What follows belongs to an exercise in optimizing a design on an open flow for small area, a short achievable clock period and few clock cycles; a production flow would make more cautious choices. Where RTL was checked, it was by simulation tests only, not by an equivalence proof against the original. Function not checked in runs 2 and 4: the RTL went through the layout flow alone. Power is estimated from default activity; no workload was simulated.

--- flow/run.sh ---
#!/bin/bash
# synth_recipe.tcl (not shown) runs the flow's synth.tcl, then flattens the netlist and writes it again
# the make line also repeats each setting of config.mk as NAME=value (left out here)
make -C /OpenROAD-flow-scripts/flow DESIGN_CONFIG=/design/flow/config.mk WORK_HOME=/design/flow/orfs CLKGATE_MAP_FILE= SYNTH_SCRIPT=/design/flow/synth_recipe.tcl finish
--- flow/config.mk ---
export PLATFORM = sky130hd
export DESIGN_NAME = cobs_crc_frame_receiver_core
export DESIGN_NICKNAME = cobs_crc_frame_receiver_core
export VERILOG_FILES = /design/flow/design.v
export SDC_FILE = /design/flow/constraint.sdc
export NUM_CORES = 4
export LEC_CHECK = 0
export CAP_MARGIN = 20
export CORE_MARGIN = 2
export CORE_UTILIZATION = 40
export CTS_BUF_LIST = sky130_fd_sc_hd__clkbuf_8
export CTS_CLUSTER_DIAMETER = 55
export CTS_CLUSTER_SIZE = 18
export SETUP_SLACK_MARGIN = 5
export SLEW_MARGIN = 20
--- flow/constraint.sdc ---
create_clock -name core_clock -period 8.0 [get_ports {clk}]
set_input_delay 1.6000 -clock core_clock [delete_from_list [all_inputs] [get_ports {clk}]]
set_output_delay 1.6000 -clock core_clock [all_outputs]
set_load 0.01 [all_outputs]
--- flow/design.v ---
package ccfr_pkg;
  localparam logic [15:0] CRC_INIT = 16'hFFFF;
  localparam logic [15:0] CRC_POLY = 16'hA2EB;
  function automatic logic [5:0] kind_len_m1(input logic [2:0] kind);
    logic [5:0] r;
    case (kind)
      3'd0: r = 6'd60;
      3'd1: r = 6'd24;
      3'd2: r = 6'd28;
      3'd3: r = 6'd48;
      3'd4: r = 6'd63;
      3'd5: r = 6'd57;
      3'd6: r = 6'd57;
      default: r = 6'd39;
    endcase
    kind_len_m1 = r;
  endfunction
  function automatic logic [15:0] crc_byte(input logic [15:0] crc, input logic [7:0] b);
    logic [15:0] c;
    c = crc ^ {b, 8'h00};
    for (int k = 0; k < 8; k++) begin
      if (c[15]) c = {c[14:0], 1'b0} ^ CRC_POLY;
      else c = {c[14:0], 1'b0};
    end
    crc_byte = c;
  endfunction
  localparam logic [6:0] RSP1_DONE = 7'd18;
  localparam logic [6:0] RSP2_DONE = 7'd27;
  localparam logic [6:0] RSP3_DONE = 7'd55;
  localparam logic [6:0] RSP4_DONE = 7'd77;
  function automatic logic [8:0] rsp_exp(input logic [6:0] s);
    logic [8:0] r;
    r = 9'h000;
    r = r | ({9{s == 7'd1}} & {1'b1, 8'h6F});
    r = r | ({9{s == 7'd2}} & {1'b1, 8'h6D});
    r = r | ({9{s == 7'd3}} & {1'b1, 8'h6D});
    r = r | ({9{s == 7'd4}} & {1'b1, 8'h61});
    r = r | ({9{s == 7'd5}} & {1'b1, 8'h6E});
    r = r | ({9{s == 7'd6}} & {1'b1, 8'h64});
    r = r | ({9{s == 7'd7}} & {1'b1, 8'h20});
    r = r | ({9{s == 7'd9}} & {1'b1, 8'h75});
    r = r | ({9{s == 7'd10}} & {1'b1, 8'h63});
    r = r | ({9{s == 7'd11}} & {1'b1, 8'h63});
    r = r | ({9{s == 7'd12}} & {1'b1, 8'h65});
    r = r | ({9{s == 7'd13}} & {1'b1, 8'h65});
    r = r | ({9{s == 7'd14}} & {1'b1, 8'h64});
    r = r | ({9{s == 7'd15}} & {1'b1, 8'h2E});
    r = r | ({9{s == 7'd16}} & {1'b1, 8'h0D});
    r = r | ({9{s == 7'd17}} & {1'b1, 8'h0A});
    r = r | ({9{s == 7'd19}} & {1'b1, 8'h61});
    r = r | ({9{s == 7'd20}} & {1'b1, 8'h69});
    r = r | ({9{s == 7'd21}} & {1'b1, 8'h6C});
    r = r | ({9{s == 7'd22}} & {1'b1, 8'h65});
    r = r | ({9{s == 7'd23}} & {1'b1, 8'h64});
    r = r | ({9{s == 7'd24}} & {1'b1, 8'h2E});
    r = r | ({9{s == 7'd25}} & {1'b1, 8'h0D});
    r = r | ({9{s == 7'd26}} & {1'b1, 8'h0A});
    r = r | ({9{s == 7'd28}} & {1'b1, 8'h68});
    r = r | ({9{s == 7'd29}} & {1'b1, 8'h69});
    r = r | ({9{s == 7'd30}} & {1'b1, 8'h73});
    r = r | ({9{s == 7'd31}} & {1'b1, 8'h20});
    r = r | ({9{s == 7'd32}} & {1'b1, 8'h63});
    r = r | ({9{s == 7'd33}} & {1'b1, 8'h6F});
    r = r | ({9{s == 7'd34}} & {1'b1, 8'h6D});
    r = r | ({9{s == 7'd35}} & {1'b1, 8'h6D});
    r = r | ({9{s == 7'd36}} & {1'b1, 8'h61});
    r = r | ({9{s == 7'd37}} & {1'b1, 8'h6E});
    r = r | ({9{s == 7'd38}} & {1'b1, 8'h64});
    r = r | ({9{s == 7'd39}} & {1'b1, 8'h20});
    r = r | ({9{s == 7'd40}} & {1'b1, 8'h69});
    r = r | ({9{s == 7'd41}} & {1'b1, 8'h73});
    r = r | ({9{s == 7'd42}} & {1'b1, 8'h20});
    r = r | ({9{s == 7'd44}} & {1'b1, 8'h72});
    r = r | ({9{s == 7'd45}} & {1'b1, 8'h72});
    r = r | ({9{s == 7'd46}} & {1'b1, 8'h6F});
    r = r | ({9{s == 7'd47}} & {1'b1, 8'h6E});
    r = r | ({9{s == 7'd48}} & {1'b1, 8'h65});
    r = r | ({9{s == 7'd49}} & {1'b1, 8'h6F});
    r = r | ({9{s == 7'd50}} & {1'b1, 8'h75});
    r = r | ({9{s == 7'd51}} & {1'b1, 8'h73});
    r = r | ({9{s == 7'd52}} & {1'b1, 8'h2E});
    r = r | ({9{s == 7'd53}} & {1'b1, 8'h0D});
    r = r | ({9{s == 7'd54}} & {1'b1, 8'h0A});
    r = r | ({9{s == 7'd56}} & {1'b1, 8'h6F});
    r = r | ({9{s == 7'd57}} & {1'b1, 8'h74});
    r = r | ({9{s == 7'd58}} & {1'b1, 8'h20});
    r = r | ({9{s == 7'd59}} & {1'b1, 8'h69});
    r = r | ({9{s == 7'd60}} & {1'b1, 8'h6D});
    r = r | ({9{s == 7'd61}} & {1'b1, 8'h70});
    r = r | ({9{s == 7'd62}} & {1'b1, 8'h6C});
    r = r | ({9{s == 7'd63}} & {1'b1, 8'h65});
    r = r | ({9{s == 7'd64}} & {1'b1, 8'h6D});
    r = r | ({9{s == 7'd65}} & {1'b1, 8'h65});
    r = r | ({9{s == 7'd66}} & {1'b1, 8'h6E});
    r = r | ({9{s == 7'd67}} & {1'b1, 8'h74});
    r = r | ({9{s == 7'd68}} & {1'b1, 8'h65});
    r = r | ({9{s == 7'd69}} & {1'b1, 8'h64});
    r = r | ({9{s == 7'd70}} & {1'b1, 8'h20});
    r = r | ({9{s == 7'd71}} & {1'b1, 8'h79});
    r = r | ({9{s == 7'd72}} & {1'b1, 8'h65});
    r = r | ({9{s == 7'd73}} & {1'b1, 8'h74});
    r = r | ({9{s == 7'd74}} & {1'b1, 8'h2E});
    r = r | ({9{s == 7'd75}} & {1'b1, 8'h0D});
    r = r | ({9{s == 7'd76}} & {1'b1, 8'h0A});
    rsp_exp = r;
  endfunction
  function automatic logic [6:0] rsp_next(input logic [6:0] s, input logic [7:0] b);
    logic [6:0] r;
    logic [8:0] e;
    e = rsp_exp(s);
    r = (b == 8'h43) ? 7'd1 : (b == 8'h54) ? 7'd28 : 7'd0;
    if (s == 7'd8) begin
      if (b == 8'h73) r = 7'd9;
      else if (b == 8'h66) r = 7'd19;
    end else if (s == 7'd43) begin
      if (b == 8'h65) r = 7'd44;
      else if (b == 8'h6E) r = 7'd56;
    end else if (e[8] && (b == e[7:0])) begin
      r = s + 7'd1;
    end
    rsp_next = r;
  endfunction
endpackage
module ccfr_crc (
  input  logic        clk,
  input  logic        init,
  input  logic        step,
  input  logic [7:0]  data,
  output logic [15:0] crc
);
  always_ff @(posedge clk) begin
    if (init) begin
      crc <= ccfr_pkg::CRC_INIT;
    end else if (step) begin
      crc <= ccfr_pkg::crc_byte(crc, data);
    end
  end
endmodule
module ccfr_ram #(
  parameter int WIDTH = 8,
  parameter int DEPTH = 66
) (
  input  logic             clk,
  input  logic             we,
  input  logic [WIDTH-1:0] wdata,
  output logic [WIDTH-1:0] rdata
);
  logic [WIDTH-1:0] ring [DEPTH];
  always_ff @(posedge clk) begin
    ring[0] <= we ? wdata : ring[DEPTH-1];
    for (int i = 1; i < DEPTH; i++) begin
      ring[i] <= ring[i-1];
    end
  end
  assign rdata = ring[DEPTH-2];
endmodule
module ccfr_ctrl (
  input  logic       clk,
  input  logic       rst,
  input  logic       in_v,
  input  logic       wr_ok,        
  input  logic       q_full,       
  output logic       hold,         
  input  logic       in_r,
  input  logic [7:0] in_b,
  input  logic       in_z,         
  input  logic       in_one,       
  output logic       wr_en,        
  output logic       wr_start,     
  output logic [7:0] wr_data,
  output logic       commit,       
  output logic       drop,         
  output logic       doom,         
  output logic       push,         
  output logic [6:0] desc
);
  logic        sync;
  logic [7:0]  ecnt;     
  logic [7:0]  rem;      
  logic        rem_z;    
  logic        ecnt_nz;  
  logic        lrem_nz;  
  logic        dst;      
  logic [2:0]  kind;
  logic [5:0]  lrem;     
  logic        over;     
  logic        cok;      
  logic [6:0]  rsp;      
  logic [15:0] crc;
  logic v, wr_need, push_need;
  logic is_zero, ev_resync, ev_delim, ev_data, ev_ovf, ev_store, ev_close;
  logic is_code, d_emit, frame_rst, crc_feed;
  logic [7:0] d;
  logic [3:0] st;
  logic [2:0] st_kind;
  assign is_zero   = in_z;
  assign wr_need   = !in_r && !is_zero && sync && !ecnt[7] &&
                     (!is_code || ecnt_nz) && (!dst || lrem_nz);
  assign push_need = !in_r && sync && (is_zero ? ecnt_nz : ecnt[7]);
  assign hold      = in_v && ((wr_need && !wr_ok) || (push_need && q_full));
  assign v         = in_v && !hold;
  assign ev_resync = v && in_r;
  assign ev_delim  = v && !in_r && is_zero;
  assign ev_data   = v && !in_r && !is_zero && sync;
  assign ev_ovf    = ev_data && ecnt[7];
  assign ev_store  = ev_data && !ecnt[7];
  assign ev_close  = ev_delim && sync && ecnt_nz;
  assign frame_rst = ev_resync || ev_delim || ev_ovf;
  assign is_code   = rem_z;
  assign d_emit    = ev_store && (!is_code || ecnt_nz);
  assign d         = is_code ? 8'd0 : in_b;
  assign crc_feed  = d_emit && (!dst || (lrem > 6'd2));
  assign wr_en     = d_emit && (!dst || lrem_nz);
  assign wr_data   = d;
  assign wr_start  = !dst;
  assign doom      = d_emit && dst && !lrem_nz;
  always_comb begin
    st_kind = 3'd0;
    if (!is_code)                                   st = 4'd5;
    else if (rsp == ccfr_pkg::RSP1_DONE)            st = 4'd1;
    else if (rsp == ccfr_pkg::RSP2_DONE)            st = 4'd2;
    else if (rsp == ccfr_pkg::RSP3_DONE)            st = 4'd3;
    else if (rsp == ccfr_pkg::RSP4_DONE)            st = 4'd4;
    else if (!dst)                                  st = 4'd6;
    else begin
      st_kind = kind;
      if (over || lrem_nz)                          st = 4'd6;
      else if (!cok)                                st = 4'd7;
      else                                          st = 4'd0;
    end
  end
  assign push   = ev_close || ev_ovf;
  assign desc   = ev_ovf ? {3'd0, 4'd8} : {st_kind, st};
  assign commit = ev_close && (st == 4'd0);
  assign drop   = ev_resync || ev_ovf || (ev_close && (st != 4'd0));
  ccfr_crc u_crc (
    .clk  (clk),
    .init (rst || frame_rst),
    .step (crc_feed),
    .data (d),
    .crc  (crc)
  );
  always_ff @(posedge clk) begin
    if (rst) begin
      sync <= 1'b0;
    end else if (ev_resync || ev_ovf) begin
      sync <= 1'b0;
    end else if (ev_delim) begin
      sync <= 1'b1;
    end
  end
  always_ff @(posedge clk) begin
    if (rst || frame_rst) begin
      ecnt    <= 8'd0;
      ecnt_nz <= 1'b0;
      rem     <= 8'd0;
      rem_z   <= 1'b1;
      dst  <= 1'b0;
      over <= 1'b0;
      rsp  <= '0;
    end else if (ev_store) begin
      ecnt    <= ecnt + 8'd1;
      ecnt_nz <= 1'b1;
      if (is_code) begin
        rem   <= in_b - 8'd1;
        rem_z <= in_one;
      end else begin
        rem   <= rem - 8'd1;
        rem_z <= (rem == 8'd1);
      end
      if (d_emit) begin
        rsp <= is_code ? 7'd0 : ccfr_pkg::rsp_next(rsp, in_b);
        if (!dst) begin
          dst  <= 1'b1;
          kind <= d[2:0];
          lrem    <= ccfr_pkg::kind_len_m1(d[2:0]);
          lrem_nz <= 1'b1;
        end else if (!lrem_nz) begin
          over <= 1'b1;
        end else begin
          lrem    <= lrem - 6'd1;
          lrem_nz <= (lrem != 6'd1);
        end
        if (dst && (lrem == 6'd2)) cok <= (d == crc[7:0]);
        if (dst && (lrem == 6'd1)) cok <= cok && (d == crc[15:8]);
      end
    end
  end
endmodule
module cobs_crc_frame_receiver_core (
  input  logic       clk,
  input  logic       rst,
  input  logic       s_axis_tvalid,
  output logic       s_axis_tready,
  input  logic [7:0] s_axis_tdata,   
  input  logic [0:0] s_axis_tuser,   
  output logic       m_axis_tvalid,
  input  logic       m_axis_tready,
  output logic [7:0] m_axis_tdata,   
  output logic [7:0] m_axis_tuser,   
  output logic       m_axis_tlast
);
  logic       rdy_q;
  logic       acc;
  logic       in_v;
  logic       in_r;
  logic [7:0] in_b;
  logic       in_z;
  logic       in_one;
  logic [7:0] in_b_n;
  logic       sk_v;
  logic       sk_r;
  logic [7:0] sk_b;
  logic       hold;
  logic       proc;
  logic       in_v_n;
  logic       sk_v_n;
  assign s_axis_tready = rdy_q;
  assign acc  = s_axis_tvalid && rdy_q;
  assign proc = in_v && !hold;
  always_comb begin
    in_v_n = in_v;
    sk_v_n = sk_v;
    if (proc || !in_v) begin
      in_v_n = sk_v || acc;
      sk_v_n = sk_v && acc;
    end else if (acc) begin
      sk_v_n = 1'b1;
    end
  end
  assign in_b_n = sk_v ? sk_b : s_axis_tdata;
  always_ff @(posedge clk) begin
    if (rst) begin
      in_v  <= 1'b0;
      sk_v  <= 1'b0;
      rdy_q <= 1'b1;
    end else begin
      in_v  <= in_v_n;
      sk_v  <= sk_v_n;
      rdy_q <= !(in_v_n && sk_v_n);
    end
    if (proc || !in_v) begin
      in_b   <= in_b_n;
      in_z   <= (in_b_n == 8'd0);
      in_one <= (in_b_n == 8'd1);
      in_r   <= sk_v ? sk_r : s_axis_tuser[0];
    end
    if (!sk_v || proc) begin
      sk_b <= s_axis_tdata;
      sk_r <= s_axis_tuser[0];
    end
  end
  logic       wr_ok;
  logic       wr_en;
  logic       wr_start;
  logic [7:0] wr_data;
  logic       commit;
  logic       drop;
  logic       doom;
  logic       push;
  logic [6:0] desc;
  logic       q_full;
  ccfr_ctrl u_ctrl (
    .clk       (clk),
    .rst       (rst),
    .in_v      (in_v),
    .wr_ok     (wr_ok),
    .q_full    (q_full),
    .hold      (hold),
    .in_r      (in_r),
    .in_b      (in_b),
    .in_z      (in_z),
    .in_one    (in_one),
    .wr_en     (wr_en),
    .wr_start  (wr_start),
    .wr_data   (wr_data),
    .commit    (commit),
    .drop      (drop),
    .doom      (doom),
    .push      (push),
    .desc      (desc)
  );
  localparam int N = 66;
  logic [6:0] ph;        
  logic [6:0] ph_n;      
  logic [6:0] head;      
  logic [6:0] fs;        
  logic       fw;        
  logic [7:0] rd_data;
  function automatic logic [6:0] inc(input logic [6:0] a);
    inc = (a == 7'(N - 1)) ? 7'd0 : a + 7'd1;
  endfunction
  assign ph_n = inc(ph);
  ccfr_ram #(.WIDTH(8), .DEPTH(N)) u_ram (
    .clk   (clk),
    .we    (wr_en),
    .wdata (wr_data),
    .rdata (rd_data)
  );
  logic [13:0] dq0, dq1;
  logic [1:0]  dcnt;
  logic        pop;
  always_ff @(posedge clk) begin
    if (rst) begin
      dcnt <= 2'd0;
    end else begin
      dcnt <= dcnt + {1'b0, push} - {1'b0, pop};
    end
    if (pop) begin
      dq0 <= (push && dcnt == 2'd1) ? {fs, desc} : dq1;
    end else if (push && dcnt == 2'd0) begin
      dq0 <= {fs, desc};
    end
    if (push && (dcnt == (pop ? 2'd2 : 2'd1))) dq1 <= {fs, desc};
  end
  assign q_full = dcnt[1];
  logic       adv;
  logic       oact;      
  logic [6:0] rs;        
  logic [5:0] orem;      
  logic       g0, g1;
  logic       start_frame;
  logic       emit;
  assign g0          = (dcnt != 2'd0) && (dq0[3:0] == 4'd0);
  assign g1          = dcnt[1] && (dq1[3:0] == 4'd0);
  assign adv         = !m_axis_tvalid || m_axis_tready;
  assign start_frame = adv && !oact && g0 && (dq0[13:7] == ph_n);
  assign emit        = adv && oact && (rs == ph_n);
  assign pop         = adv && !oact && (dcnt != 2'd0) && (!g0 || (dq0[13:7] == ph_n));
  always_ff @(posedge clk) begin
    if (rst) begin
      m_axis_tvalid <= 1'b0;
      oact          <= 1'b0;
    end else if (adv) begin
      m_axis_tvalid <= pop || emit;
      if (start_frame) oact <= 1'b1;
      else if (emit && orem == 6'd1) oact <= 1'b0;
    end
  end
  always_ff @(posedge clk) begin
    if (emit) begin
      m_axis_tdata <= rd_data;
      m_axis_tlast <= (orem == 6'd1);
      orem         <= orem - 6'd1;
      rs           <= inc(rs);
    end else if (start_frame) begin
      m_axis_tdata <= rd_data;
      m_axis_tuser <= {1'b1, dq0[6:4], 4'd0};
      m_axis_tlast <= 1'b0;
      orem         <= ccfr_pkg::kind_len_m1(dq0[6:4]);
      rs           <= inc(ph_n);
    end else if (pop) begin
      m_axis_tdata <= 8'd0;
      m_axis_tuser <= {1'b0, dq0[6:0]};
      m_axis_tlast <= 1'b1;
    end
  end
  logic live;
  logic full;
  logic sync_w;
  assign live   = oact || g0 || g1 || fw;
  assign full   = (oact && (rs == ph)) || (g0 && (dq0[13:7] == ph)) || (g1 && (dq1[13:7] == ph));
  assign sync_w = (ph == head) && !full;
  assign wr_ok  = sync_w || (wr_start && !live);
  always_ff @(posedge clk) begin
    if (rst) begin
      ph   <= '0;
      head <= '0;
      fw   <= 1'b0;
    end else begin
      ph <= ph_n;
      if (drop || commit || doom) fw <= 1'b0;
      else if (wr_en)     fw <= 1'b1;
      if (wr_en || ((!fw || drop || commit || doom) && (sync_w || !live))) head <= ph_n;
    end
    if (wr_en && wr_start) fs <= ph;
  end
endmodule
==> results.txt, run 1 <==
* Placed inst area at 21810 um^2
* Die span in x at about 230 um
* Pwr Density at roughly 240 nW/um^2
* Clock Sinks at 690
* Yosys warnings at 5
* Filler Cell Count at 4622
* Grt ovf at 0
* First-pass GRT wire length at approximately 63000 um
* Worst-Skew Late Latency at 630 ps
* CTS tree: yes
* Storage element area at 14810 um^2
* Worst setup EP type: flop
* Reg clk slew, reported paths at 110 ps
* Final Cycle Share at 38.30%
* Detailed Routing Iterations Pass 1 at 5
* Post-synth cell types at 92
* RSZ-0062 raised after global routing: true
* Die Y at 232.5 um
* Highest clock rate at 326.3 MHz
* FP Rows at 83
* CP required at 8580 ps
* Post-route ant nets at 0
* Post-synth EDFFs at 96
* Delay-heaviest family, CP: compound AO/OA/AOI/OAI gates
* Vias per inst at 4.907
* Reported net switching power at 0.001325 W
* Layout cells sized above 1 at 18.04%
* Clock group share of total power at 28.6%
* CP bufs+invs at 3
* Remaining DRCs at 0
* Initial antenna violation count at 0
* Vias in the first global route at 11700
* Area growth syn-to-layout at 14.46%
* # Max-Cap Violations at 0
* Seq/Total Area, Yosys at 70.72%
* CP cell instances: buf_12 -> ha_4 -> buf_6 -> nor2b_1 -> and3_1 -> or4_4 -> o41a_1 -> o211ai_1 -> o21ai_2 -> buf_4 -> a311o_1 -> o21ai_1
* Detail Placement HPWL at 24700 um
* Avg Inst Size Synth at 12.85 um^2
* H-tree levels at 2
* #FFs+latches synth at 690
* Net Sw Frac at 23.13%
* Max IR drop VDD at 149.1 uV
* Final worst path period need at 3064 ps
* Final setup skew at 35.72 ps
* Worst Max-Slew Pin Slew at just under 700 ps
* Core Region at 51510 um^2
* Final slew viol count at 0
* Slew headroom at 54.27%
* Boundary Pins at 32
* Wire per inst at 16.43 um
* Multi-input gate area at 6233 um^2
* Sequential share of power at 64.6%
* Min-Delay Path Class: reg -> reg
* Status: finished clean
* Hold Crit Start: u_ram.ring[58][7]
* DRT iter0 DRCs at 957
* Logic pwr share at 6.8%
* Post-synth top flop: dfxtp_1
* Largest net degree at the start of global routing at 40
* Post-route cell area at approximately 24000 um^2
* Setup_tns at 0 ps
* Syn nets at between 1500 and 2000
* Asr flop ratio synth at 0%
* R2r startpoint: u_ctrl.rsp[1]
* WP data arrival at 3640 ps
* Worst setup SP type: flop
* Final hold slack at ~320 ps
* Mapped Cells at ~1600
* Cell leakage power at 8.869 nW
* CP startpoint: u_ctrl.rsp[1]
* CTS buffer count at 47
* Slowest cell on crit path: or4_4
* Final GP Congestion at 0.8744
* Total wire length at approximately 40000 um
* Max incr delay on CP at approximately 560 ps
* Total GRT Usage at 14.64%
* Post-CTS Hold Fix Bufs at 0
* Die ar. at 54070 um^2
* Initial core utilization at 40.56%
* Clk root buf: clkbuf_8
* Antenna diodes at 0
* Hold Vio Cnt, Final at 0
* Cell Area, Synth at roughly 21000 um^2
* Crit-path max FO at 9
* Nets@finish at 1755
* Port buffer count at 31
* Via count at 11850
* Int Power at 0.004403 W
* CTS max path bufs at 3
* Setup CP Type: reg -> reg
* Final setup vio count at 0
==> layout make-up <==
cell class	instances	share of cell area, %
tap	680	3.558
multi-input combinational	822	26.07
sequential	690	61.94
clock buffer	47	2.705
inverter	39	0.6907
clock inverter	21	0.7482
timing repair buffer	116	4.296
==> final timing paths <==
path / depth (start not counted) / slack [ps] / end
setup / recovery: 12 / 4940 / u_ctrl.rsp[3]
hold / removal: 0 / 320 / u_ram.ring[59][7]
setup reg to reg: 12 / 4940 / u_ctrl.rsp[3]
hold reg to reg: 0 / 320 / u_ram.ring[59][7]
==> flip-flops by register name, summed over array words and instances (netlist names), 8 cells and up <==
name,flops
u_ctrl.rem,8
in_b,8
u_ctrl.ecnt,8
dq1,14
u_ctrl.u_crc.crc,16
m_axis_tdata,8
dq0,14
m_axis_tuser,8
sk_b,8
u_ram.ring,528
==> worst reg2reg max path, cell delays in order, from the launching register on <==
cell and delay (ps):
dfxtp_4 380, buf_12 130, ha_4 210, buf_6 160, nor2b_1 130, and3_1 190, or4_4 560, o41a_1 330
o211ai_1 210, o21ai_2 130, buf_4 180, a311o_1 280, o21ai_1 140
==> metal layers <==
layer  track usage, %  wire length [um]  up-vias
met3            2.647              1969       78
met2            22.87             17770      307
met4            4.220               924        0
li1                 -                 -     5725
met5                0                 0        -
met1            20.77             19020     5740
==> cells by family (layout without fill, tap and decap cells) <==
| group | count (synthesis) | count (layout) | share of synthesized area [%] |
|---|---|---|---|
| XOR/XNOR | 142 | 142 | 6.055 |
| multiplexers | 40 | 40 | 2.138 |
| flip-flops | 690 | 690 | 70.72 |
| adder cells (fa/ha/maj) | 27 | 27 | 1.605 |
| buffers and inverters | 115 | 223 | 2.587 |
| AO/OA/AOI/OAI | 211 | 212 | 6.947 |
| AND/OR/NAND/NOR | 401 | 401 | 9.953 |
==> Yosys cell counts (all sizes together), types with 15 or more instances <==
cell / number / share of area, %
nor4: 15 / 0.45
a21oi: 53 / 1.3
ha: 26 / 1.6
nand4: 18 / 0.54
mux2: 37 / 2.0
nor2: 85 / 1.5
inv: 37 / 0.66
nor3: 35 / 0.89
o211ai: 15 / 0.54
nand2: 93 / 1.7
clkbuf: 36 / 0.65
nor2b: 29 / 0.87
xor2: 45 / 1.9
o21ai: 44 / 1.1
dfxtp: 594 / 57
nand3: 40 / 0.96
nand2b: 16 / 0.49
edfxtp: 96 / 14
buf: 40 / 1.2
xnor2: 96 / 4.1
==> through the flow <==
| stage | util (%) | power, W | instances | setup slack (ps) |
|---|---|---|---|---|
| finish | 46.42 | 0.005728 | 2415 | 4936 |
| global route | 46.42 | 0.005972 | 2415 | 4784 |
| CTS | 45.61 | 0.005790 | 2395 | 4914 |
| detailed placement | 42.35 | 0.004139 | 2271 | 3556 |
| global placement | 42.35 | 0.004132 | 2271 | 3781 |
| floorplan | - | 0.003982 | 1626 | 4858 |
==> cell usage in the layout, fill, tap and decap left out, types with 7 or more instances in the layout <==
cell type,synthesis,layout
a21oi_1,53,49
a31oi_1,14,14
and2_1,11,10
buf_4,4,68
buf_6,6,9
clkbuf_8,0,47
clkdlybuf4s50_1,0,11
dfxtp_1,594,583
dfxtp_4,0,9
dlygate4sd2_1,0,10
edfxtp_1,96,96
ha_1,26,17
ha_4,0,9
inv_1,36,36
mux2_2,37,37
nand2_1,93,90
nand2b_1,15,13
nand3_1,40,37
nand4_1,18,18
nor2_1,84,78
nor2b_1,29,25
nor3_1,33,27
nor4_1,15,10
o211ai_1,15,15
o21ai_0,41,35
o31ai_1,7,7
or3_1,12,12
xnor2_1,95,86
xnor2_2,1,9
xor2_1,45,40
==> power groups by stage <==
stage	clock, W	sequential, W	combinational [W]
after global placement	0	0.00379	0.000345
after global routing	0.00183	0.00371	0.000428
after detailed placement	0	0.00379	0.000352
after CTS	0.00171	0.00370	0.000378
final	0.00164	0.00370	0.000390
after floorplan	0	0.00375	0.000233
==> repair_timing <==
| action | 4_1_cts | 5_1_grt |
|---|---|---|
| endpoints found under the setup margin | 197 | 145 |
| gates resized for setup | 131 | 58 |
| setup buffers | 55 | 20 |
| gates cloned | 1 | 0 |
| pin swaps | 30 | 35 |
Testbench counts, summed over its fixed seeds: cycles 15,433.
==> inputs of run 2 (changes only) <==
--- a/flow/design.v
+++ b/flow/design.v
@@ -444,3 +444,3 @@
       orem         <= orem - 6'd1;
-      rs           <= inc(rs);
+      rs           <= inc(ph_n);
     end else if (start_frame) begin
--- a/flow/config.mk
+++ b/flow/config.mk
@@ -11,4 +11,4 @@
 export CTS_BUF_LIST = sky130_fd_sc_hd__clkbuf_8
-export CTS_CLUSTER_DIAMETER = 55
-export CTS_CLUSTER_SIZE = 18
+export CTS_CLUSTER_DIAMETER = 50
+export CTS_CLUSTER_SIZE = 15
 export SETUP_SLACK_MARGIN = 5
==> run 2 against run 1 <==
Compared with the run above:
- critical path depth did not move
- routed wire length up 0.15%
- sequential power about the same
- sequential cell count unchanged
- maximum frequency down 5.1%
- final area grew 1.9%
- critical endpoint is now dq0[13]
==> results.txt, run 2 <==
* Min-Delay Path Class: reg -> reg (unchanged)
* Final Cycle Share at 40.34% (was 38.30%)
* Worst Max-Slew Pin Slew at 928.0 ps (was 685.0 ps)
* CP required at 8430 ps (was 8580 ps)
* Synth top area share at 57.24% (was 56.92%)
* XOR/XNOR Fraction of Synth Area at 5.685% (was 6.055%)
* Yosys warnings at 5 (unchanged)
* CTS max path bufs at 3 (unchanged)
* First-pass GRT wire length at 62780 um (was 63310 um)
* Reg clk slew, reported paths at 80 ps (was 110 ps)
* Worst-Skew Late Latency at 710 ps (was 630 ps)
* Initial core utilization at 40.50% (was 40.56%)
* Cells after DPL at 2262 (was 2271)
* Nets@finish at 1774 (was 1755)
* Cell leakage power at 9.254 nW (was 8.869 nW)
* Post-synthesis simple-gate area fraction at 10.41% (was 9.953%)
* CTS buffer count at 59 (was 47)
* Port buffer count at 31 (unchanged)
* WP data arrival at 3650 ps (was 3640 ps)
* Complex-gate fraction of the synthesized area at 6.920% (was 6.947%)
* Antenna diodes at 0 (unchanged)
* Via count at 11990 (was 11850)
* Vias in the first global route at 11750 (was 11700)
* Fin cells at 2444 (was 2415)
* Die Y at 231.9 um (was 232.5 um)
* Die span in x at 231.9 um (was 232.5 um)
* Detailed Routing Iterations Pass 1 at 5 (unchanged)
* Asr flop ratio synth at 0% (unchanged)
* Final Core Density at 47.49% (was 46.42%)
* Slew headroom at 37.48% (was 54.27%)
* Area leader, netlist: dfxtp_1 (unchanged)
* Most common cell after layout, fill and taps aside: dfxtp_1 (unchanged)
* Final setup vio count at 0 (unchanged)
* Hold Vio Cnt, Final at 0 (unchanged)
* Syn nets at 1653 (was 1665)
* Worst setup SP type: flop (unchanged)
* Post-synth top cells: 594 x dfxtp_1, 105 x nor2_1, 99 x nand2_1 (was 594 x dfxtp_1, 96 x edfxtp_1, 95 x xnor2_1)
* Most frequent cells in the layout: 582 x dfxtp_1, 97 x nand2_1, 97 x nor2_1 (was 583 x dfxtp_1, 96 x edfxtp_1, 90 x nand2_1)
* Max incr delay on CP at 530 ps (was 560 ps)
* Vias per inst at 4.904 (was 4.907)
* Most frequent cell after synthesis: dfxtp_1 (unchanged)
* CTS tree: yes (unchanged)
* Seq/Total Area, Yosys at 71.11% (was 70.72%)
* Area growth syn-to-layout at 17.26% (was 14.46%)
* Final GP Congestion at 0.8652 (was 0.8744)
* Top flop regs: u_ram.ring x528, u_ctrl.u_crc.crc x16 (unchanged)
* Grt ovf at 0 (unchanged)
* Avg Inst Size Synth at 12.86 um^2 (was 12.85 um^2)
* Largest net degree at the start of global routing at 45 (was 40)
* Boundary Pins at 32 (unchanged)
* Synth top area cells: dfxtp_1 57%, edfxtp_1 14%, xnor2_1 4.0%, nor2_1 1.9%, nand2_1 1.8% (was dfxtp_1 57%, edfxtp_1 14%, xnor2_1 4.0%, mux2_2 2.0%, xor2_1 1.9%)
* Setup_tns at 0 ps (unchanged)
* Multiplexer share of the synthesized area at 2.168% (was 2.138%)
* Setup CP Type: reg -> reg (unchanged)
* CP bufs+invs at 4 (was 3)
* RSZ-0062 raised after global routing: true (unchanged)
* Post-synth EDFFs at 96 (unchanged)
* Adder-cell share of the synthesized area at 1.494% (was 1.605%)
* Post-synth top flop: dfxtp_1 (unchanged)
* Pwr Density at 250.8 nW/um^2 (was 239.5 nW/um^2)
* DRT iter0 DRCs at 855 (was 957)
* # Max-Cap Violations at 0 (unchanged)
* Max IR drop VDD at 158.9 uV (was 149.1 uV)
* Total GRT Usage at 14.44% (was 14.64%)
* Slowest cell on crit path: dfxtp_2 (was or4_4)
* #FFs+latches synth at 690 (unchanged)
* Final setup skew at 58.41 ps (was 35.72 ps)
* Post-route cell area at 24360 um^2 (was 23910 um^2)
* Initial antenna violation count at 2 (was 0)
* Largest family of logic cells by synthesized area: simple AND/OR/NAND/NOR gates (unchanged)
* Post-synth cell types at 93 (was 92)
* Layout cells sized above 1 at 19.84% (was 18.04%)
* Final worst path period need at 3227 ps (was 3064 ps)
* Status: finished clean (unchanged)
* Detail Placement HPWL at 23650 um (was 24700 um)
* Design Power at 0.006110 W (was 0.005728 W)
* Delay-heaviest family, CP: XOR/XNOR gates (was compound AO/OA/AOI/OAI gates)
* Highest clock rate at 309.8 MHz (was 326.3 MHz)
* H-tree levels at 2 (unchanged)
* Total wire length at 39740 um (was 39680 um)
* Clock Sinks at 690 (unchanged)
* Remaining DRCs at 0 (unchanged)
* Reg with most FFs: u_ram.ring (unchanged)
* Core Region at 51300 um^2 (was 51510 um^2)
* Crit-path max FO at 12 (was 9)
* CP cell instances: and3_1 -> and3_1 -> xor2_1 -> xnor2_1 -> nand4b_1 -> a211o_1 -> buf_4 -> buf_6 -> a21oi_4 -> buf_6 -> buf_12 -> mux2_4 (was buf_12 -> ha_4 -> buf_6 -> nor2b_1 -> and3_1 -> or4_4 -> o41a_1 -> o211ai_1 -> o21ai_2 -> buf_4 -> a311o_1 -> o21ai_1)
* Final slew viol count at 0 (unchanged)
* Cell Area, Synth at 20780 um^2 (was 20890 um^2)
* Max reg flops at 528 (unchanged)
* Mapped Cells at 1616 (was 1626)
* FP Rows at 83 (unchanged)
* Post-route ant nets at 0 (unchanged)
* Clk root buf: clkbuf_8 (unchanged)
* Placed inst area at 21750 um^2 (was 21810 um^2)
* Die ar. at 53780 um^2 (was 54070 um^2)
* Worst setup EP type: flop (unchanged)
* Wire per inst at 16.26 um (was 16.43 um)
[run 2: worst paths after layout]
path,from,end,slack (ps),cells after the start
worst max-delay path,ph[2],dq0[13],4770,12
worst min-delay path,u_ram.ring[59][4],u_ram.ring[60][4],300,0
worst max register to register,ph[2],dq0[13],4770,12
worst min register to register,u_ram.ring[59][4],u_ram.ring[60][4],300,0
[run 2: layout make-up]
cell class / instances / area (um^2)
fillers: 4557 / 26940
flip-flops and latches: 690 / 14810
multi-input cells: 819 / 6279
repair buffers: 131 / 1189
well taps: 680 / 850.8
clock buffers: 59 / 812.0
clock inverters: 29 / 259.0
inverters: 36 / 161.4
[run 2: what timing repair did]
item / 4_1_cts / 5_1_grt
gates cloned: 1 / 3
gates resized for setup: 141 / 85
pin swaps: 21 / 31
setup buffers: 47 / 43
endpoints found under the setup margin: 175 / 131
hold buffers: 0 / 0
[run 2: routing by layer]
metal  global-route usage [%]  vias up  wire length (um)
met5                        0        -                 0
met4                    5.669        0              1124
met3                    3.205       91              2089
met2                    21.43      320             17270
met1                    20.46     5795             19250
li1                         -     5779                 -
[run 2: report_power, final]
| group | total, W | internal, W | switching, W |
|---|---|---|---|
| clock network | 0.00188 | 0.000750 | 0.00113 |
| registers | 0.00370 | 0.00361 | 0.0000814 |
| logic | 0.000532 | 0.000273 | 0.000260 |
[run 2: per-stage QoR]
stage | hold WS [ps] | worst slack (ps)
floorplan | 309.6 | 4563
global placement | 310.6 | 3924
detailed placement | 312.1 | 3839
CTS | 319.4 | 4807
global route | 327.5 | 4641
finish | 296.7 | 4773
[run 2: cell families (layout without fill, tap and decap cells)]
group / count (synthesis) / in the layout
and+or+nand+nor: 416 / 417
xor gates and xnor gates: 134 / 134
AOI/OAI and AO/OA: 201 / 202
buffers and inverters: 109 / 255
muxes: 41 / 41
DFF: 690 / 690
adders and majority gates: 25 / 25
==> inputs of run 3 (changes only) <==
--- a/flow/design.v
+++ b/flow/design.v
@@ -444,3 +444,3 @@
       orem         <= orem - 6'd1;
-      rs           <= inc(ph_n);
+      rs           <= inc(rs);
     end else if (start_frame) begin
==> run 3 against run 2 <==
Compared with the run above:
- hold slack gained 8.4 ps
- still clean on timing, DRC and antenna
- first-iteration DRC count decreased by 4.3%
- non-clock buffer count decreased by 12
- global-route usage up 0.47 points
- via count down 0.25%
- sequential cell count unchanged
- routed wire length increased by 0.53%
- core utilization shrank 0.92 points
- final cell count shrank 0.74%
- sequential share of layout area rose by 0.95 points
- area after synthesis is 0.56% higher
==> results.txt, run 3 <==
* # Max-Cap Violations at 0 (unchanged)
* Boundary Pins at 32 (unchanged)
* Final GP Congestion at 0.8744 (was 0.8652)
* RSZ-0062 raised after global routing: true (unchanged)
* Die Y at 232.5 um (was 231.9 um)
* Vias per inst at 4.928 (was 4.904)
* Final Cycle Share at 38.17% (was 40.34%)
* First-pass GRT wire length at 64140 um (was 62780 um)
* Slew headroom at 54.07% (was 37.48%)
* Yosys warnings at 5 (unchanged)
* Final worst path period need at 3054 ps (was 3227 ps)
* Layout cells sized above 1 at 18.73% (was 19.84%)
* Core Region at 51510 um^2 (was 51300 um^2)
* Vias in the first global route at 11830 (was 11750)
* Reg with most FFs: u_ram.ring (unchanged)
* Die ar. at 54070 um^2 (was 53780 um^2)
* Reg clk slew, reported paths at 90 ps (was 80 ps)
* Syn nets at 1665 (was 1653)
* CP startpoint: u_ctrl.rsp[1] (was ph[2])
* Total wire length at 39950 um (was 39740 um)
* Pwr Density at 242.2 nW/um^2 (was 250.8 nW/um^2)
* Worst setup SP type: flop (unchanged)
* H-tree levels at 2 (unchanged)
* Clk root buf: clkbuf_8 (unchanged)
* Die span in x at 232.5 um (was 231.9 um)
* Detailed Routing Iterations Pass 1 at 6 (was 5)
* #FFs+latches synth at 690 (unchanged)
* WP data arrival at 3610 ps (was 3650 ps)
* Antenna diodes at 0 (unchanged)
* Max IR drop VDD at 156.7 uV (was 158.9 uV)
* Final Core Density at 46.57% (was 47.49%)
* Synth top area cells: dfxtp_1 57%, edfxtp_1 14%, xnor2_1 4.0%, mux2_2 2.0%, xor2_1 1.9% (was dfxtp_1 57%, edfxtp_1 14%, xnor2_1 4.0%, nor2_1 1.9%, nand2_1 1.8%)
* Setup WS pre-CTS at 3556 ps (was 3839 ps)
* Min-Delay Path Class: reg -> reg (unchanged)
* Grt ovf at 0 (unchanged)
* Worst setup EP type: flop (unchanged)
* Initial antenna violation count at 0 (was 2)
* Detail Placement HPWL at 24700 um (was 23650 um)
* Post-synth EDFFs at 96 (unchanged)
* Remaining DRCs at 0 (unchanged)
* Area growth syn-to-layout at 14.82% (was 17.26%)
* Met3 Wirelength at 2273 um (was 2089 um)
* Synth top area share at 56.92% (was 57.24%)
* Max reg flops at 528 (unchanged)
* Avg Inst Size Synth at 12.85 um^2 (was 12.86 um^2)
* CTS max path bufs at 3 (unchanged)
* R2r startpoint: u_ctrl.rsp[1] (was ph[2])
* Mapped Cells at 1626 (was 1616)
* Seq/Total Area, Yosys at 70.72% (was 71.11%)
* Highest clock rate at 327.4 MHz (was 309.8 MHz)
* Initial core utilization at 40.56% (was 40.50%)
* Hold Crit Start: u_ram.ring[63][3] (was u_ram.ring[59][4])
* Post-synth top flop: dfxtp_1 (unchanged)
* Final setup vio count at 0 (unchanged)
* Placed inst area at 21810 um^2 (was 21750 um^2)
* Setup_tns at 0 ps (unchanged)
* Top flop regs: u_ram.ring x528, u_ctrl.u_crc.crc x16 (unchanged)
* Setup CP Type: reg -> reg (unchanged)
* Clock Sinks at 690 (unchanged)
* FP Rows at 83 (unchanged)
* Most frequent cells in the layout: 582 x dfxtp_1, 96 x edfxtp_1, 90 x nand2_1 (was 582 x dfxtp_1, 97 x nand2_1, 97 x nor2_1)
* Final setup skew at 57.10 ps (was 58.41 ps)
* Via count at 11960 (was 11990)
* M1 wire length at 18820 um (was 19250 um)
* Most common cell after layout, fill and taps aside: dfxtp_1 (unchanged)
* Status: finished clean (unchanged)
* Cell leakage power at 8.892 nW (was 9.254 nW)
* Detail Route met2 WL at 17830 um (was 17270 um)
* Wire per inst at 16.47 um (was 16.26 um)
* Hold Vio Cnt, Final at 0 (unchanged)
* CP required at 8550 ps (was 8430 ps)
* Post-synth cell types at 92 (was 93)
* Final slew viol count at 0 (unchanged)
* Asr flop ratio synth at 0% (unchanged)
* Largest net degree at the start of global routing at 40 (was 45)
* CTS tree: yes (unchanged)
* Max layer used: met4 (unchanged)
* CTS buffer count at 54 (was 59)
* Design Power at 0.005811 W (was 0.006110 W)
* Worst Max-Slew Pin Slew at 688.0 ps (was 928.0 ps)
* DRT iter0 DRCs at 818 (was 855)
* Setup ws final at 4946 ps (was 4773 ps)
* Post-route cell area at 23990 um^2 (was 24360 um^2)
* Worst-Skew Late Latency at 680 ps (was 710 ps)
* Port buffer count at 31 (unchanged)
* Nets@finish at 1765 (was 1774)
* Post-route ant nets at 0 (unchanged)
* Filler Cell Count at 4628 (was 4557)
* Most frequent cell after synthesis: dfxtp_1 (unchanged)
* Area leader, netlist: dfxtp_1 (unchanged)
* Crit-path max FO at 8 (was 12)
* Post-synth top cells: 594 x dfxtp_1, 96 x edfxtp_1, 95 x xnor2_1 (was 594 x dfxtp_1, 105 x nor2_1, 99 x nand2_1)
* Cell Area, Synth at 20890 um^2 (was 20780 um^2)
* Total GRT Usage at 14.92% (was 14.44%)
-- run 3: final timing paths --
kind / to / slack (ps) / cells after the start
max reg2reg: u_ctrl.rsp[4] / 4950 / 13
min reg2reg: u_ram.ring[64][3] / 310 / 0
max: u_ctrl.rsp[4] / 4950 / 13
min: u_ram.ring[64][3] / 310 / 0
-- run 3: power breakdown --
part | switching (W) | total [W] | internal (W)
clock network | 0.00104 | 0.00172 | 0.000677
logic | 0.000202 | 0.000390 | 0.000188
registers | 0.0000871 | 0.00370 | 0.00361
total | 0.00133 | 0.00581 | 0.00448
-- run 3: critical path, stage by stage, from the launching register on --
cell and delay [ps]:
dfxtp_4 370, buf_12 130, ha_4 210, buf_6 150
nand2b_1 90, a21oi_1 90, a32oi_2 220, nand4_1 190
or3_1 360, a211oi_2 260, nor4b_4 330, buf_4 180
a41oi_2 120, a2111oi_2 240
-- run 3: cell families after synthesis --
| group | share of synthesized area, % |
|---|---|
| fa+ha+maj | 1.605 |
| mux | 2.138 |
| compound gates | 6.947 |
| xor+xnor | 6.055 |
| buf+inv | 2.587 |
| simple gates | 9.953 |
| flops | 70.72 |
-- run 3: final cells by class --
| cell class | count | area, um^2 | share of cell area (%) |
|---|---|---|---|
| Clock inverter | 21 | 155.1 | 0.6468 |
| Multi-Input combinational cell | 822 | 6241 | 26.02 |
| Inverter | 39 | 162.7 | 0.6781 |
| Tap cell | 680 | 850.8 | 3.547 |
| Timing Repair Buffer | 119 | 1010 | 4.209 |
| Clock buffer | 55 | 757.0 | 3.156 |
| Sequential cell | 690 | 14810 | 61.75 |
-- run 3: repair_timing --
| action | in CTS | in global routing |
|---|---|---|
| gates resized for setup | 144 | 63 |
| gates cloned | 1 | 0 |
| setup endpoints to repair | 197 | 134 |
| hold buffers | 0 | 0 |
| hold endpoints to repair | 0 | 0 |
| pin swaps | 31 | 36 |
| buffers inserted | 62 | 16 |
-- run 3: metal layers --
layer  vias to the layer above  global-route usage (%)
met3                        85                   3.248
met5                         -                       0
met2                       345                   23.08
li1                       5755                       -
met1                      5770                   20.84
met4                         0                   4.658
-- run 3: through the flow --
stage	std cells	hold slack, ps
finish	2426	305.0
global route	2426	321.6
CTS	2410	297.6
detailed placement	2271	312.1
global placement	2271	310.3
floorplan	1626	309.6
Testbench counts of run 3, summed over its fixed seeds: cycles 15,433.
==> inputs of run 4 (changes only) <==
--- a/flow/design.v
+++ b/flow/design.v
@@ -444,3 +444,3 @@
       orem         <= orem - 6'd1;
-      rs           <= inc(rs);
+      rs           <= inc(ph_n);
     end else if (start_frame) begin
--- a/flow/config.mk
+++ b/flow/config.mk
@@ -9,3 +9,3 @@
 export CORE_MARGIN = 2
-export CORE_UTILIZATION = 40
+export CORE_UTILIZATION = 65
 export CTS_BUF_LIST = sky130_fd_sc_hd__clkbuf_8
@@ -13,2 +13,3 @@
 export CTS_CLUSTER_SIZE = 15
+export PLACE_DENSITY = 0.75
 export SETUP_SLACK_MARGIN = 5
==> run 4 against run 3 <==
Compared with the run above:
- sequential share of layout area up 0.69 points
- hold slack better by 11 ps
- via count up 0.27%
- critical endpoint is now dq1[13]
==> results.txt, run 4 <==
* Crit-path max FO at 7 (was 8)
* Worst Max-Slew Pin Slew at 1071 ps (was 688.0 ps)
* RSZ-0062 raised after global routing: true (unchanged)
* Remaining DRCs at 0 (unchanged)
* Slowest cell on crit path: or3_4 (was dfxtp_4)
* Worst-Skew Late Latency at 630 ps (was 680 ps)
* Asr flop ratio synth at 0% (unchanged)
* Final GP Congestion at 0.9176 (was 0.8744)
* First-pass GRT wire length at 60310 um (was 64140 um)
* Post-route cell area at 23730 um^2 (was 23990 um^2)
* Final setup skew at 34.89 ps (was 57.10 ps)
* H-tree levels at 2 (unchanged)
* Detail Placement HPWL at 22840 um (was 24700 um)
* Most common cell after layout, fill and taps aside: dfxtp_1 (unchanged)
* Post-CTS Hold Fix Bufs at 0 (unchanged)
* Post-synth EDFFs at 96 (unchanged)
* CTS max path bufs at 3 (unchanged)
* Initial antenna violation count at 1 (was 0)
* Yosys warnings at 5 (unchanged)
* Max reg flops at 528 (unchanged)
* Port buffer count at 31 (unchanged)
* FP Rows at 65 (was 83)
* Clk root buf: clkbuf_8 (unchanged)
* CTS buffer count at 56 (was 54)
* Boundary Pins at 32 (unchanged)
* Core Region at 31560 um^2 (was 51510 um^2)
* CP cell instances: inv_4 -> ha_4 -> nand4bb_1 -> or3_4 -> and2_4 -> xor2_1 -> nor3_1 -> nand4b_1 -> a211o_1 -> or2_4 -> inv_4 -> ha_4 -> nor3_4 -> buf_4 -> buf_12 (was buf_12 -> ha_4 -> buf_6 -> nand2b_1 -> a21oi_1 -> a32oi_2 -> nand4_1 -> or3_1 -> a211oi_2 -> nor4b_4 -> buf_4 -> a41oi_2 -> a2111oi_2)
* Total wire length at 38380 um (was 39950 um)
* Post-synth top flop: dfxtp_1 (unchanged)
* Post-synth top cells: 594 x dfxtp_1, 105 x nor2_1, 99 x nand2_1 (was 594 x dfxtp_1, 96 x edfxtp_1, 95 x xnor2_1)
* Filler Cell Count at 1973 (was 4628)
* Highest clock rate at 304.9 MHz (was 327.4 MHz)
* Slew headroom at 27.82% (was 54.07%)
* CTS tree: yes (unchanged)
* Final slew viol count at 0 (unchanged)
* Grt ovf at 0 (unchanged)
* Vias per inst at 5.588 (was 4.928)
* Layout cells sized above 1 at 18.14% (was 18.73%)
* Min-Delay Path Class: reg -> reg (unchanged)
* Placed inst area at 21400 um^2 (was 21810 um^2)
* Cell leakage power at 9.108 nW (was 8.892 nW)
* Synth top area cells: dfxtp_1 57%, edfxtp_1 14%, xnor2_1 4.0%, nor2_1 1.9%, nand2_1 1.8% (was dfxtp_1 57%, edfxtp_1 14%, xnor2_1 4.0%, mux2_2 2.0%, xor2_1 1.9%)
* Cell Area, Synth at 20780 um^2 (was 20890 um^2)
* Worst setup EP type: flop (unchanged)
* Setup CP Type: reg -> reg (unchanged)
* Status: finished clean (unchanged)
* Syn nets at 1653 (was 1665)
* Multi-input gate area at 6212 um^2 (was 6241 um^2)
* Post-route ant nets at 0 (unchanged)
* Reg with most FFs: u_ram.ring (unchanged)
* Synth top area share at 57.24% (was 56.92%)
* Die span in x at 182.8 um (was 232.5 um)
* Seq/Total Area, Yosys at 71.11% (was 70.72%)
* Wire per inst at 17.89 um (was 16.47 um)
* Avg Inst Size Synth at 12.86 um^2 (was 12.85 um^2)
* Total GRT Usage at 22.60% (was 14.92%)
* Largest net degree at the start of global routing at 44 (was 40)
* Mapped Cells at 1616 (was 1626)
* Final setup vio count at 0 (unchanged)
* Top flop regs: u_ram.ring x528, u_ctrl.u_crc.crc x16 (unchanged)
* Hold Vio Cnt, Final at 0 (unchanged)
* Worst setup SP type: flop (unchanged)
* Via count at 11990 (was 11960)
* Reg clk slew, reported paths at 80 ps (was 90 ps)
* Area leader, netlist: dfxtp_1 (unchanged)
* Area growth syn-to-layout at 14.20% (was 14.82%)
* # Max-Cap Violations at 0 (unchanged)
* Most frequent cell after synthesis: dfxtp_1 (unchanged)
* Vias in the first global route at 11570 (was 11830)
* Detailed Routing Iterations Pass 1 at 5 (was 6)
* Nets@finish at 1756 (was 1765)
* Die ar. at 33410 um^2 (was 54070 um^2)
* Initial core utilization at 65.84% (was 40.56%)
* Storage element area at 14810 um^2 (about the same)
* Max incr delay on CP at 380 ps (was 370 ps)
* Most frequent cells in the layout: 580 x dfxtp_1, 98 x nor2_1, 96 x edfxtp_1 (was 582 x dfxtp_1, 96 x edfxtp_1, 90 x nand2_1)
* WP data arrival at 3620 ps (was 3610 ps)
* Die Y at 182.8 um (was 232.5 um)
* Post-synth cell types at 93 (was 92)
* Setup_tns at 0 ps (unchanged)
* DRT iter0 DRCs at 976 (was 818)
* #FFs+latches synth at 690 (unchanged)
* Final worst path period need at 3280 ps (was 3054 ps)
* Clock Sinks at 690 (unchanged)
* Max IR drop VDD at 268.3 uV (was 156.7 uV)
* Pwr Density at 249.7 nW/um^2 (was 242.2 nW/um^2)
* Final Cycle Share at 41.00% (was 38.17%)
* CP required at 8340 ps (was 8550 ps)
run 4: cells by family after synthesis:
kind of cell | after synthesis | synth area share, %
DFF | 690 | 71.11
xor gates and xnor gates | 134 | 5.685
buffers and inverters | 109 | 2.210
AOI/OAI and AO/OA | 201 | 6.920
muxes | 41 | 2.168
adders and majority gates | 25 | 1.494
and+or+nand+nor | 416 | 10.41
run 4: power breakdown:
| group | internal (W) | total (W) | switching (W) | leakage (nW) |
|---|---|---|---|---|
| clock network | 0.000741 | 0.00180 | 0.00106 | 0.557 |
| registers | 0.00361 | 0.00368 | 0.0000643 | 5.70 |
| logic | 0.000214 | 0.000448 | 0.000234 | 2.85 |
run 4: routing by layer:
metal	track usage, %	up-vias	routed length, um
li1	-	5711	-
met1	32.75	5756	17320
met2	35.73	432	17630
met3	3.535	88	2549
met4	6.432	0	888
met5	0	-	0
run 4: cell type report:
cell class,count,share of cell area [%]
Antenna cell,1,0.01055
Tap cell,402,2.120
Multi-Input combinational cell,819,26.18
Inverter,36,0.6645
Clock inverter,24,0.9281
Sequential cell,690,62.44
Clock buffer,57,3.306
Timing Repair Buffer,116,4.351
run 4: worst paths after layout:
kind / start / end / slack (ps) / cells after the start
min reg2reg: u_ram.ring[16][6] / u_ram.ring[17][6] / 320 / 0
min: u_ram.ring[16][6] / u_ram.ring[17][6] / 320 / 0
max reg2reg: ph[1] / dq1[13] / 4720 / 15
max: ph[1] / dq1[13] / 4720 / 15
run 4: repair_timing:
| action | in CTS | in global routing |
|---|---|---|
| buffers inserted | 39 | 36 |
| gates cloned | 1 | 3 |
| resized for setup | 111 | 64 |
| pin swaps | 16 | 23 |
| setup endpoints to repair | 175 | 107 |
run 4: stage by stage:
step / hold WS [ps] / setup WS [ps] / utilization (%) / power [W] / instances
floorplan: 309.6 / 4563 / - / 0.003999 / 1616
global placement: 309.7 / 4029 / 67.82 / 0.004115 / 1984
detailed placement: 312.1 / 3917 / 67.82 / 0.004130 / 1984
CTS: 292.5 / 4597 / 73.31 / 0.005935 / 2105
global route: 299.0 / 4610 / 75.18 / 0.006156 / 2144
finish: 315.7 / 4720 / 75.19 / 0.005924 / 2145
run 4: worst max-delay path: cells and delay by family, from the launching register on:
| kind | cells | cell delay [ps] |
|---|---|---|
| buffers and inverters | 4 | 410 |
| AND/OR/NAND/NOR | 7 | 1400 |
| flip-flops | 1 | 370 |
| XOR/XNOR | 1 | 140 |
| AO/OA/AOI/OAI | 1 | 340 |
| adder cells (fa/ha/maj) | 2 | 330 |
==> inputs of run 5 (changes only) <==
--- a/flow/design.v
+++ b/flow/design.v
@@ -166,3 +166,2 @@
   input  logic       in_z,         
-  input  logic       in_one,       
   output logic       wr_en,        
@@ -265,3 +264,3 @@
         rem   <= in_b - 8'd1;
-        rem_z <= in_one;
+        rem_z <= (in_b == 8'd1);
       end else begin
@@ -308,3 +307,2 @@
   logic       in_z;
-  logic       in_one;
   logic [7:0] in_b_n;
@@ -344,3 +342,2 @@
       in_z   <= (in_b_n == 8'd0);
-      in_one <= (in_b_n == 8'd1);
       in_r   <= sk_v ? sk_r : s_axis_tuser[0];
@@ -372,3 +369,2 @@
     .in_z      (in_z),
-    .in_one    (in_one),
     .wr_en     (wr_en),
@@ -392,3 +388,2 @@
   endfunction
-  assign ph_n = inc(ph);
   ccfr_ram #(.WIDTH(8), .DEPTH(N)) u_ram (
@@ -467,2 +462,3 @@
       ph   <= '0;
+      ph_n <= 7'd1;
       head <= '0;
@@ -470,3 +466,4 @@
     end else begin
-      ph <= ph_n;
+      ph   <= ph_n;
+      ph_n <= inc(ph_n);
       if (drop || commit || doom) fw <= 1'b0;
--- a/flow/config.mk
+++ b/flow/config.mk
@@ -9,3 +9,3 @@
 export CORE_MARGIN = 2
-export CORE_UTILIZATION = 65
+export CORE_UTILIZATION = 40
 export CTS_BUF_LIST = sky130_fd_sc_hd__clkbuf_8
@@ -13,3 +13,2 @@
 export CTS_CLUSTER_SIZE = 15
-export PLACE_DENSITY = 0.75
 export SETUP_SLACK_MARGIN = 5
==> run 5 against run 4 <==
Compared with the run above:
- first-iteration DRC count down 6.5%
- setup slack better by 240 ps
- maximum frequency up 7.9%
- highest routed layer unchanged
- synthesized cell count down 0.87%
- sequential cell count up 6
- count of clock-buffer cells in the layout up 5
- die area up 60%
- sequential power up 2%
==> results.txt, run 5 <==
* Status: finished clean (unchanged)
* Pwr Density at 250.1 nW/um^2 (was 249.7 nW/um^2)
* Worst reg-to-reg setup slack at 4960 ps (was 4720 ps)
* CTS tree: yes (unchanged)
* Final GP Congestion at 0.8563 (was 0.9176)
* Nets@finish at 1720 (was 1756)
* Yosys warnings at 5 (unchanged)
* Vias per inst at 4.951 (was 5.588)
* CTS buffer count at 57 (was 56)
* Worst setup SP type: flop (unchanged)
* Die span in x at 231.3 um (was 182.8 um)
* Hold Vio Cnt, Final at 0 (unchanged)
* Die ar. at 53500 um^2 (was 33410 um^2)
* Die Y at 231.3 um (was 182.8 um)
* Cell leakage power at 8.770 nW (was 9.108 nW)
* H-tree levels at 2 (unchanged)
* Final worst path period need at 3040 ps (was 3280 ps)
* Cell Area, Synth at 20660 um^2 (was 20780 um^2)
* Final setup vio count at 0 (unchanged)
* Final Cycle Share at 37.99% (was 41.00%)
* Hold Path Depth at 0 (unchanged)
* Total wire length at 40280 um (was 38380 um)
* Vias in the first global route at 11560 (was 11570)
* DRT iter0 DRCs at 913 (was 976)
* Crit. path cell count at 13 (was 15)
* Antenna diodes at 0 (was 1)
* WP data arrival at 3630 ps (was 3620 ps)
* Reg with most FFs: u_ram.ring (unchanged)
* Port buffer count at 31 (unchanged)
* Synth top area share at 58.22% (was 57.24%)
* Layout cells sized above 1 at 17.37% (was 18.14%)
* Largest net degree at the start of global routing at 42 (was 44)
* Post-synth cell types at 79 (was 93)
* Crit-path max FO at 7 (unchanged)
* Post-synth top flop: dfxtp_1 (unchanged)
* Initial antenna violation count at 1 (unchanged)
* Boundary Pins at 32 (unchanged)
* FP Rows at 83 (was 65)
* Most frequent cells in the layout: 589 x dfxtp_1, 97 x nor2_1, 95 x edfxtp_1 (was 580 x dfxtp_1, 98 x nor2_1, 96 x edfxtp_1)
* #FFs+latches synth at 696 (was 690)
* Total GRT Usage at 14.72% (was 22.60%)
* Final hold slack at 310.1 ps (was 315.7 ps)
* Min-Delay Path Class: reg -> reg (unchanged)
* Detailed Routing Iterations Pass 1 at 5 (unchanged)
* Reg clk slew, reported paths at 100 ps (was 80 ps)
* Met3 usage at 2.977% (was 3.535%)
* Detail Placement HPWL at 23790 um (was 22840 um)
* Remaining DRCs at 0 (unchanged)
* Slowest cell on crit path: nor4_4 (was or3_4)
* Worst setup EP type: flop (unchanged)
* Final slew viol count at 0 (unchanged)
* Syn nets at 1637 (was 1653)
* CTS max path bufs at 3 (unchanged)
* Post-synth top cells: 601 x dfxtp_1, 101 x nor2_1, 95 x edfxtp_1 (was 594 x dfxtp_1, 105 x nor2_1, 99 x nand2_1)
* Area growth syn-to-layout at 15.57% (was 14.20%)
* GRT Max-Usage Layer: met1 (was met2)
* Setup_tns at 0 ps (unchanged)
* Delay-heaviest family, CP: compound AO/OA/AOI/OAI gates (was simple AND/OR/NAND/NOR gates)
* Grt ovf at 0 (unchanged)
* CP cell instances: inv_6 -> ha_4 -> buf_6 -> nor2_4 -> nor3_2 -> a211oi_2 -> nand2_1 -> nor4_4 -> mux2i_2 -> a2111oi_4 -> buf_4 -> nand3_2 -> a311oi_2 (was inv_4 -> ha_4 -> nand4bb_1 -> or3_4 -> and2_4 -> xor2_1 -> nor3_1 -> nand4b_1 -> a211o_1 -> or2_4 -> inv_4 -> ha_4 -> nor3_4 -> buf_4 -> buf_12)
* Max IR drop VDD at 189.0 uV (was 268.3 uV)
* Clk root buf: clkbuf_8 (unchanged)
* Setup CP Type: reg -> reg (unchanged)
* Met2 Track Usage GR at 21.30% (was 35.73%)
* Worst-Skew Late Latency at 680 ps (was 630 ps)
* Top flop regs: u_ram.ring x528, u_ctrl.u_crc.crc x16 (unchanged)
* Avg Inst Size Synth at 12.90 um^2 (was 12.86 um^2)
* Clock Sinks at 696 (was 690)
* Final setup skew at 38.56 ps (was 34.89 ps)
* Slew headroom at 45.10% (was 27.82%)
* Seq/Total Area, Yosys at 72.03% (was 71.11%)
* Mapped Cells at 1602 (was 1616)
* Initial core utilization at 40.36% (was 65.84%)
* Core Region at 51200 um^2 (was 31560 um^2)
* Max incr delay on CP at 440 ps (was 380 ps)
* Wire per inst at 16.85 um (was 17.89 um)
* # Max-Cap Violations at 0 (unchanged)
* Synth top area cells: dfxtp_1 58%, edfxtp_1 14%, xnor2_1 3.5%, xor2_1 2.1%, nor2_1 1.8% (was dfxtp_1 57%, edfxtp_1 14%, xnor2_1 4.0%, nor2_1 1.9%, nand2_1 1.8%)
* Area leader, netlist: dfxtp_1 (unchanged)
* Most frequent cell after synthesis: dfxtp_1 (unchanged)
* R2R cell count at 13 (was 15)
* CP required at 8590 ps (was 8340 ps)
* Asr flop ratio synth at 0% (unchanged)
* First-pass GRT wire length at 62820 um (was 60310 um)
* Via count at 11830 (was 11990)
* CP bufs+invs at 3 (was 4)
* Max reg flops at 528 (unchanged)
* Post-synth EDFFs at 95 (was 96)
* Worst Max-Slew Pin Slew at 814.9 ps (was 1071 ps)
* Post-route ant nets at 0 (unchanged)
* RSZ-0062 raised after global routing: true (unchanged)
* Met1 Use GR at 21.65% (was 32.75%)
* Most common cell after layout, fill and taps aside: dfxtp_1 (unchanged)
* Highest clock rate at 329.0 MHz (was 304.9 MHz)
[run 5: cell types whose count changed in the layout (fill, tap and decap cells not counted), sizes merged, moves of 11 or more]
cell,before,now
nand2,99,70
xor2,38,49
xnor2,96,83
and2,4,16
dlygate4sd2,19,3
nand4,22,10
nand3,29,46
[run 5: worst paths after layout]
check                                  startpoint                end
worst max-delay path                u_ctrl.rsp[0]      u_ctrl.rsp[1]
worst min-delay path            u_ram.ring[40][3]  u_ram.ring[41][3]
worst max register to register      u_ctrl.rsp[0]      u_ctrl.rsp[1]
worst min register to register  u_ram.ring[40][3]  u_ram.ring[41][3]
[run 5: layer usage]
| metal | routed length [um] | vias up |
|---|---|---|
| met5 | 0 | - |
| met4 | 1329 | 0 |
| met3 | 2286 | 105 |
| met2 | 16980 | 381 |
| met1 | 19680 | 5706 |
| li1 | - | 5641 |
[run 5: cells by family after synthesis]
kind of cell | after synthesis | share of synthesized area (%)
buffers and inverters | 106 | 2.089
XOR/XNOR | 132 | 5.595
flip-flops | 696 | 72.03
AO/OA/AOI/OAI | 203 | 6.636
adder cells (fa/ha/maj) | 23 | 1.380
AND/OR/NAND/NOR | 402 | 10.15
multiplexers | 40 | 2.125
[run 5: power breakdown]
group	leakage, nW	switching, W	internal, W
logic	2.46	0.000181	0.000147
registers	5.73	0.0000959	0.00364
clock network	0.582	0.00109	0.000820
[run 5: cell type report]
type | instances | area, um^2
fill | 4521 | 27320
sequential | 696 | 14920
multi-input combinational | 803 | 5984
timing repair buffer | 101 | 937.1
clock buffer | 62 | 853.3
tap | 680 | 850.8
clock inverter | 22 | 227.7
inverter | 26 | 111.4
[run 5: stage by stage]
step | cells | setup slack [ps] | util, % | total power [W] | cell area, um^2
detailed placement | 2240 | 3216 | 42.20 | 0.004134 | 21610
finish | 2390 | 4960 | 46.65 | 0.005973 | 23880
CTS | 2356 | 4892 | 45.48 | 0.006032 | 23280
floorplan | 1602 | 4784 | - | 0.003970 | 20730
global placement | 2240 | 3349 | 42.20 | 0.004132 | 21610
global route | 2390 | 4812 | 46.65 | 0.006224 | 23880
[run 5: what timing repair did]
| item | in CTS | in global routing |
|---|---|---|
| setup endpoints to repair | 189 | 82 |
| buffers inserted | 32 | 28 |
| hold buffers | 0 | 0 |
| gates resized for setup | 149 | 68 |
| cloned | 0 | 6 |
| pin swaps | 22 | 34 |
[run 5: worst reg2reg max path: stages, from the launching register on]
cell       delay, ps
dfxtp_4          420
inv_6             60
ha_4             200
buf_6            150
nor2_4           160
nor3_2            70
a211oi_2         230
nand2_1          130
nor4_4           440
mux2i_2          150
a2111oi_4        440
buf_4            190
nand3_2           60
a311oi_2         250
Testbench counts of run 5, summed over its fixed seeds: cycles 15,433.

afterwards: timing with drivers on the ports:
The results above use ideal ports. As a check the final layouts listed here were re-extracted and re-timed, cells and wires unchanged.
Step 1, drivers: a clkbuf_16 drives clk and a buf_2 each remaining input, both assumed.
Step 2, shift: input delay + t, output delay - t, t = (earliest + latest rising clock arrival at the registers) / 2. This alone moves slack from input paths to output paths.
Slacks: no drivers / after step 1 / after step 2; pairs: no drivers / after step 1.
run	t (ns)	setup WS [ns]	clock arrival spread, ns	slew at the worst register clock pin (ns)	worst data-port slew with drivers (ns)
run 1	0.665	4.936 / 4.936 / 4.432	0.036 / 0.035	0.12 / 0.12	0.07
run 2	0.738	4.773 / 4.773 / 4.271	0.061 / 0.061	0.10 / 0.10	0.04
run 3	0.696	4.946 / 4.946 / 4.432	0.063 / 0.062	0.10 / 0.10	0.07
run 4	0.663	4.720 / 4.720 / 4.252	0.036 / 0.036	0.10 / 0.10	0.05
run 5	0.712	4.960 / 4.957 / 4.437	0.040 / 0.039	0.10 / 0.10	0.06
After both steps every run listed still meets setup and hold. For run 5, which loses most, drivers alone change the setup slack by -0.003 ns; drivers and shift together by -0.523 ns.
